Background: an optimization exercise with open tools, aiming at small area, a short achievable clock period and few clock cycles per item. Do not read the settings as production practice. Where RTL was checked, it was by simulation tests only, not by an equivalence proof against the original.

==> flow/design.v (excerpt) <==
module hbridge_current_integral_loop_core
#(
  parameter int SAMPLE_BITS   = 12,
  parameter int FRACTION_BITS = 8,
  localparam int IN_W = ((4 * SAMPLE_BITS + 2 + 7) / 8) * 8
) (
  input  logic                 clk,
  input  logic                 rst,
  input  logic                 s_axis_tvalid,
  output logic                 s_axis_tready,
  input  logic [IN_W-1:0]      s_axis_tdata,
  output logic                 m_axis_tvalid,
  input  logic                 m_axis_tready,
  output logic [OUT_W-1:0]     m_axis_tdata,
  input  logic                 cfg_wr_en,
  input  logic [CFG_ADR_W-1:0] cfg_addr,
  input  logic [CFG_W-1:0]     cfg_wdata
);
  localparam int S = SAMPLE_BITS;
  hcil_pkg::cfg_t cfg;
  hcil_pkg::booth_t wdata_enc;
  hcil_booth_enc u_wdata_enc (
    .b (cfg_wdata[GAIN_W-1:0]),
    .e (wdata_enc)
  );
  logic           run;
  logic           item_valid;
  logic [REG_W-1:0] item_duty;
  logic           item_fwd;
  logic           item_rev;
  logic           item_inb;
  always_ff @(posedge clk) begin
    if (rst) begin
      cfg.center <= CENTER_RST;
      cfg.scale  <= SCALE_RST_ENC;
      cfg.offset <= OFFSET_RST;
      cfg.gain   <= GAIN_RST_ENC;
      cfg.band   <= BAND_RST;
      cfg.limit  <= LIMIT_RST;
    end else if (cfg_wr_en) begin
      case (cfg_addr)
        REG_CURRENT_CENTER:   cfg.center <= cfg_wdata[REG_W-1:0];
        REG_REFERENCE_SCALE:  cfg.scale  <= wdata_enc;
        REG_REFERENCE_OFFSET: cfg.offset <= cfg_wdata[REG_W-1:0];
  ...
Size: roughly 3500 cells after synthesis, about 34000 um2 of cells after synthesis.
==> flow/config.mk <==
export PLATFORM = sky130hd
export DESIGN_NAME = hbridge_current_integral_loop_core
export DESIGN_NICKNAME = hbridge_current_integral_loop_core
export VERILOG_FILES = /design/flow/design.v
export SDC_FILE = /design/flow/constraint.sdc
export NUM_CORES = 4
export LEC_CHECK = 0
export CAP_MARGIN = 20
export CORE_MARGIN = 2
export CORE_UTILIZATION = 40
export SETUP_SLACK_MARGIN = 5
export SLEW_MARGIN = 20
==> flow/constraint.sdc <==
create_clock -name core_clock -period 10.0 [get_ports {clk}]
set_input_delay 2.0000 -clock core_clock [delete_from_list [all_inputs] [get_ports {clk}]]
set_output_delay 2.0000 -clock core_clock [all_outputs]
set_load 0.01 [all_outputs]
run.sh (not shown) runs the stock make flow with config.mk's settings and CLKGATE_MAP_FILE= SYNTH_SCRIPT=/design/flow/synth_recipe.tcl, a recipe that flattens the netlist after the stock synthesis.
The first run produced a clean layout.
Testbench counts at the start, summed over its fixed seeds: cycles 1,968, items 1,920.
Edit:
- CORE_UTILIZATION: 40 -> 60
After rerunning:
- The new run finished clean
- final cell count decreases by 8.4%
- clock-buffer cell count increases by 1
- utilization increases by 21 points

* * *

Another version of the RTL of hbridge_current_integral_loop_core (not shown whole).
For scale: roughly 380 flip-flops, roughly 140 I/O pins, roughly 34,000 um2 of cells after synthesis.
// hbridge_current_integral_loop_core
module hbridge_current_integral_loop_core
#(
  parameter int SAMPLE_BITS   = 12,
  parameter int FRACTION_BITS = 8,
  localparam int IN_W = ((4 * SAMPLE_BITS + 2 + 7) / 8) * 8
) (
  input  logic                 clk,
  input  logic                 rst,
  input  logic                 s_axis_tvalid,
  output logic                 s_axis_tready,
  input  logic [IN_W-1:0]      s_axis_tdata,
  output logic                 m_axis_tvalid,
  input  logic                 m_axis_tready,
  output logic [OUT_W-1:0]     m_axis_tdata,
  input  logic                 cfg_wr_en,
  input  logic [CFG_ADR_W-1:0] cfg_addr,
  input  logic [CFG_W-1:0]     cfg_wdata
);
  localparam int S = SAMPLE_BITS;
  hcil_pkg::cfg_t cfg;
  hcil_pkg::booth_t wdata_enc;
  hcil_booth_enc u_wdata_enc (
    .b (cfg_wdata[GAIN_W-1:0]),
    .e (wdata_enc)
  );
  logic           run;
  logic           item_valid;
  logic [REG_W-1:0] item_duty;
  logic           item_fwd;
  logic           item_rev;
  logic           item_inb;
  always_ff @(posedge clk) begin
    if (rst) begin
      cfg.center <= CENTER_RST;
  ...
export LEC_CHECK = 0
export CAP_MARGIN = 20
export CORE_MARGIN = 2
export CORE_UTILIZATION = 40
export SLEW_MARGIN = 20
create_clock -name core_clock -period 10.0 [get_ports {clk}]
standard.sh (not shown) runs the stock make flow with config.mk's settings and CLKGATE_MAP_FILE= SYNTH_SCRIPT=/design/flow/synth_recipe.tcl, a recipe that flattens the netlist after the stock synthesis.
==> flow/flow/run.sh <==
#!/bin/bash
# The standard layout, with timing repair aimed at a tighter period than the
# 10 ns clock (the clock and constraints are unchanged). Synthesis is the
# standard one, run on its own first.
set -euo pipefail
MARGIN=$(cat flow/margin.txt)
bash standard.sh synth > synth.log 2>&1
bash standard.sh SETUP_SLACK_MARGIN=$MARGIN finish > layout.log 2>&1
==> flow/flow/margin.txt <==
6.5
==> next run, changes <==
==> flow/flow/run.sh (replaced) <==
#!/bin/bash
# The standard layout with extra ORFS make settings from flow/args.txt (one
# VAR=VALUE per line): timing repair aimed at a tighter period than the 10 ns
# clock (the clock and constraints are unchanged) and a smaller port buffer.
# Synthesis is the standard one, run on its own first.
set -euo pipefail
mapfile -t ARGS < <(grep -v '^#' flow/args.txt | grep .)
bash standard.sh synth > synth.log 2>&1
bash standard.sh "${ARGS[@]}" finish > layout.log 2>&1
==> flow/flow/args.txt (new file) <==
SETUP_SLACK_MARGIN=7
BUFFER_PORTS_ARGS=-buffer_cell sky130_fd_sc_hd__buf_1
--- a/flow/config.mk
+++ b/flow/config.mk
@@ -8,4 +8,4 @@
 export CAP_MARGIN = 20
 export CORE_MARGIN = 2
-export CORE_UTILIZATION = 40
+export CORE_UTILIZATION = 55
 export SLEW_MARGIN = 20
removed: flow/flow/margin.txt
After rerunning: Design area goes up by 3.3%; utilization goes up by 21 points; global-route usage goes up by 9.3 points.
==> next run, changes <==
==> flow/flow/run.sh (replaced) <==
#!/bin/bash
# The standard layout, with timing repair aimed at a tighter period than the
# 10 ns clock (the clock and constraints are unchanged). Synthesis is the
# standard one, run on its own first.
set -euo pipefail
MARGIN=$(cat flow/margin.txt)
bash standard.sh synth > synth.log 2>&1
bash standard.sh SETUP_SLACK_MARGIN=$MARGIN finish > layout.log 2>&1
==> flow/flow/margin.txt (new file) <==
6.5
--- a/flow/config.mk
+++ b/flow/config.mk
@@ -6,6 +6,7 @@
 export NUM_CORES = 4
 export LEC_CHECK = 0
+export ABC_AREA = 1
 export CAP_MARGIN = 20
 export CORE_MARGIN = 2
-export CORE_UTILIZATION = 55
+export CORE_UTILIZATION = 40
 export SLEW_MARGIN = 20
removed: flow/flow/args.txt
Effect:
- The new run finished with timing, DRC and antenna clean
- global-route usage shrinks by 6.7 points
- hold slack barely changes
- worst setup slack improved by 0.17 ns
- utilization drops by 21 points
- non-clock buffer count shrinks by 98
- area after synthesis rose by a few percent
==> next run, changes <==
==> flow/flow/run.sh (replaced) <==
#!/bin/bash
# The standard layout with extra ORFS make settings from flow/args.txt (one
# VAR=VALUE per line): timing repair aimed at a tighter period than the 10 ns
# clock (the clock and constraints are unchanged) and a smaller port buffer.
# Synthesis is the standard one, run on its own first.
set -euo pipefail
mapfile -t ARGS < <(grep -v '^#' flow/args.txt | grep .)
bash standard.sh synth > synth.log 2>&1
bash standard.sh "${ARGS[@]}" finish > layout.log 2>&1
==> flow/flow/args.txt (new file) <==
SETUP_SLACK_MARGIN=6.5
BUFFER_PORTS_ARGS=-buffer_cell sky130_fd_sc_hd__buf_1
--- a/flow/config.mk
+++ b/flow/config.mk
@@ -6,7 +6,6 @@
 export NUM_CORES = 4
 export LEC_CHECK = 0
-export ABC_AREA = 1
 export CAP_MARGIN = 20
 export CORE_MARGIN = 2
-export CORE_UTILIZATION = 40
+export CORE_UTILIZATION = 55
 export SLEW_MARGIN = 20
removed: flow/flow/margin.txt
=>
- The new run produced a clean layout
- wire length drops by 17%
- worst hold slack barely changes
- via count is lower by 13%
Function was not checked in any run of this note: the RTL went through the layout flow alone.

* * *

Setup of run 1:
hbridge_current_integral_loop_core, a different RTL version from the one above (not shown whole).
Size: roughly 3,600 cells after synthesis, about 34,000 um2 of cells after synthesis.
export LEC_CHECK = 0
export CAP_MARGIN = 20
export CORE_MARGIN = 2
export CORE_UTILIZATION = 55
export SLEW_MARGIN = 20
create_clock -name core_clock -period 10.0 [get_ports {clk}]
==> flow/flow/run.sh <==
#!/bin/bash
# The standard layout with extra ORFS make settings from flow/args.txt (one
# VAR=VALUE per line): timing repair aimed at a tighter period than the 10 ns
# clock (the clock and constraints are unchanged) and a smaller port buffer.
# Synthesis is the standard one, run on its own first.
set -euo pipefail
mapfile -t ARGS < <(grep -v '^#' flow/args.txt | grep .)
bash standard.sh synth > synth.log 2>&1
bash standard.sh "${ARGS[@]}" finish > layout.log 2>&1
==> flow/flow/args.txt <==
SETUP_SLACK_MARGIN=6
BUFFER_PORTS_ARGS=-buffer_cell sky130_fd_sc_hd__buf_1
Testbench counts of run 1, summed over its fixed seeds: cycles 1,968, items 1,920.
Modified inputs, run 2 compared to run 1
==> flow/flow/args.txt <==
SETUP_SLACK_MARGIN=5.5
BUFFER_PORTS_ARGS=-buffer_cell sky130_fd_sc_hd__buf_1
Results
When run 2 is measured against run 1, its overall fraction of global-route tracks in use turns out 0.41 points lower.
In the tables for run 1 and run 2, non-clock buffer instance count of the final layout reads lower with run 2.
The setup slack of run 2 is smaller than that of run 1.
Taking run 1 as the reference, in run 2 post-route fraction of the period consumed by the critical path picked up an extra 3.4 points.
Higher global-route met3 utilization among run 1 and run 2: run 1
Changes in run 3 relative to run 2:
==> flow/flow/args.txt <==
SETUP_SLACK_MARGIN=6
BUFFER_PORTS_ARGS=-buffer_cell sky130_fd_sc_hd__buf_1
--- a/flow/config.mk
+++ b/flow/config.mk
@@ -8,4 +8,4 @@
 export CAP_MARGIN = 20
 export CORE_MARGIN = 2
-export CORE_UTILIZATION = 55
+export CORE_UTILIZATION = 45
 export SLEW_MARGIN = 20
Results
- Run 3 completed; timing, DRC and antenna clean
- Compared to run 2, run 3 has post-synthesis to final-layout area growth 2.2 points higher.
- Side by side, count of buffering cells on the critical path with inverters included turned out higher in run 3 than in run 2.
- Looking at cell area after layout, run 3 sits 2.1% higher than run 2 does.
- Summary: with run 2 as the reference, die area in run 3 moved up by more than 10%.
- Reported for run 3 and run 2, area after synthesis turned out identical to the last digit.
- | cell count along the critical path | higher: run 3 |
- Min final worst slack across run 3 and run 2: run 2
--- input diff run 3..run 4 ---
==> flow/flow/args.txt <==
SETUP_SLACK_MARGIN=6.5
BUFFER_PORTS_ARGS=-buffer_cell sky130_fd_sc_hd__buf_1
--- a/flow/config.mk
+++ b/flow/config.mk
@@ -8,4 +8,4 @@
 export CAP_MARGIN = 20
 export CORE_MARGIN = 2
-export CORE_UTILIZATION = 45
+export CORE_UTILIZATION = 65
 export SLEW_MARGIN = 20
Findings:
Relative to run 3, run 4 degrades post-layout minimum cycle time.
Diff run 3 -> run 4: via count of the routed design higher, final area higher, number of non-clock buffers higher.

## port drivers added, routing unchanged
In the flow no input, the clock included, has a driving cell. The finished layouts below were timed again as built, in two steps. Step 1 sets driving cells, clkbuf_16 on the clock port and buf_2 on the other inputs (assumed; they add their load-dependent delay and slew). Step 2 also shifts input and output timing later by t, the mid clock arrival at the registers, as if the neighbouring blocks saw the same clock. Three values: ideal, step 1, step 2; two values: the first two.
| run | shift t [ns] | slack for setup (ns) | hold slack, ns | worst slew at a driven data input, ns | cell pins on the clock port's net |
|---|---|---|---|---|---|
| the first run of note 1 | 0.635 | 5.378 / 5.378 / 4.914 | 0.418 / 0.418 / 0.418 | 0.17 | 1 |
| the second run of note 1 | 0.646 | 5.290 / 5.290 / 4.878 | 0.412 / 0.412 / 0.412 | 0.04 | 1 |
| the first run of note 2 | 0.643 | 6.043 / 6.043 / 5.933 | 0.418 / 0.418 / 0.418 | 0.05 | 1 |
| the second run of note 2 | 0.649 | 6.027 / 6.027 / 5.889 | 0.418 / 0.418 / 0.418 | 0.12 | 1 |
| the third run of note 2 | 0.652 | 6.197 / 6.197 / 5.888 | 0.418 / 0.418 / 0.418 | 0.07 | 1 |
| the fourth run of note 2 | 0.652 | 5.905 / 5.905 / 5.498 | 0.418 / 0.418 / 0.418 | 0.11 | 1 |
| run 1 | 0.659 | 5.967 / 5.967 / 5.588 | 0.422 / 0.422 / 0.422 | 0.12 | 1 |
| run 2 | 0.646 | 5.623 / 5.623 / 5.415 | 0.416 / 0.416 / 0.416 | 0.11 | 1 |
| run 3 | 0.659 | 6.045 / 6.045 / 5.657 | 0.422 / 0.422 / 0.422 | 0.12 | 1 |
| run 4 | 0.643 | 5.981 / 5.981 / 5.849 | 0.420 / 0.420 / 0.420 | 0.08 | 1 |
After both steps every run listed still meets setup and hold. For the first run of note 1, which loses most, drivers alone change the setup slack by 0.000 ns; drivers and shift together by -0.464 ns.
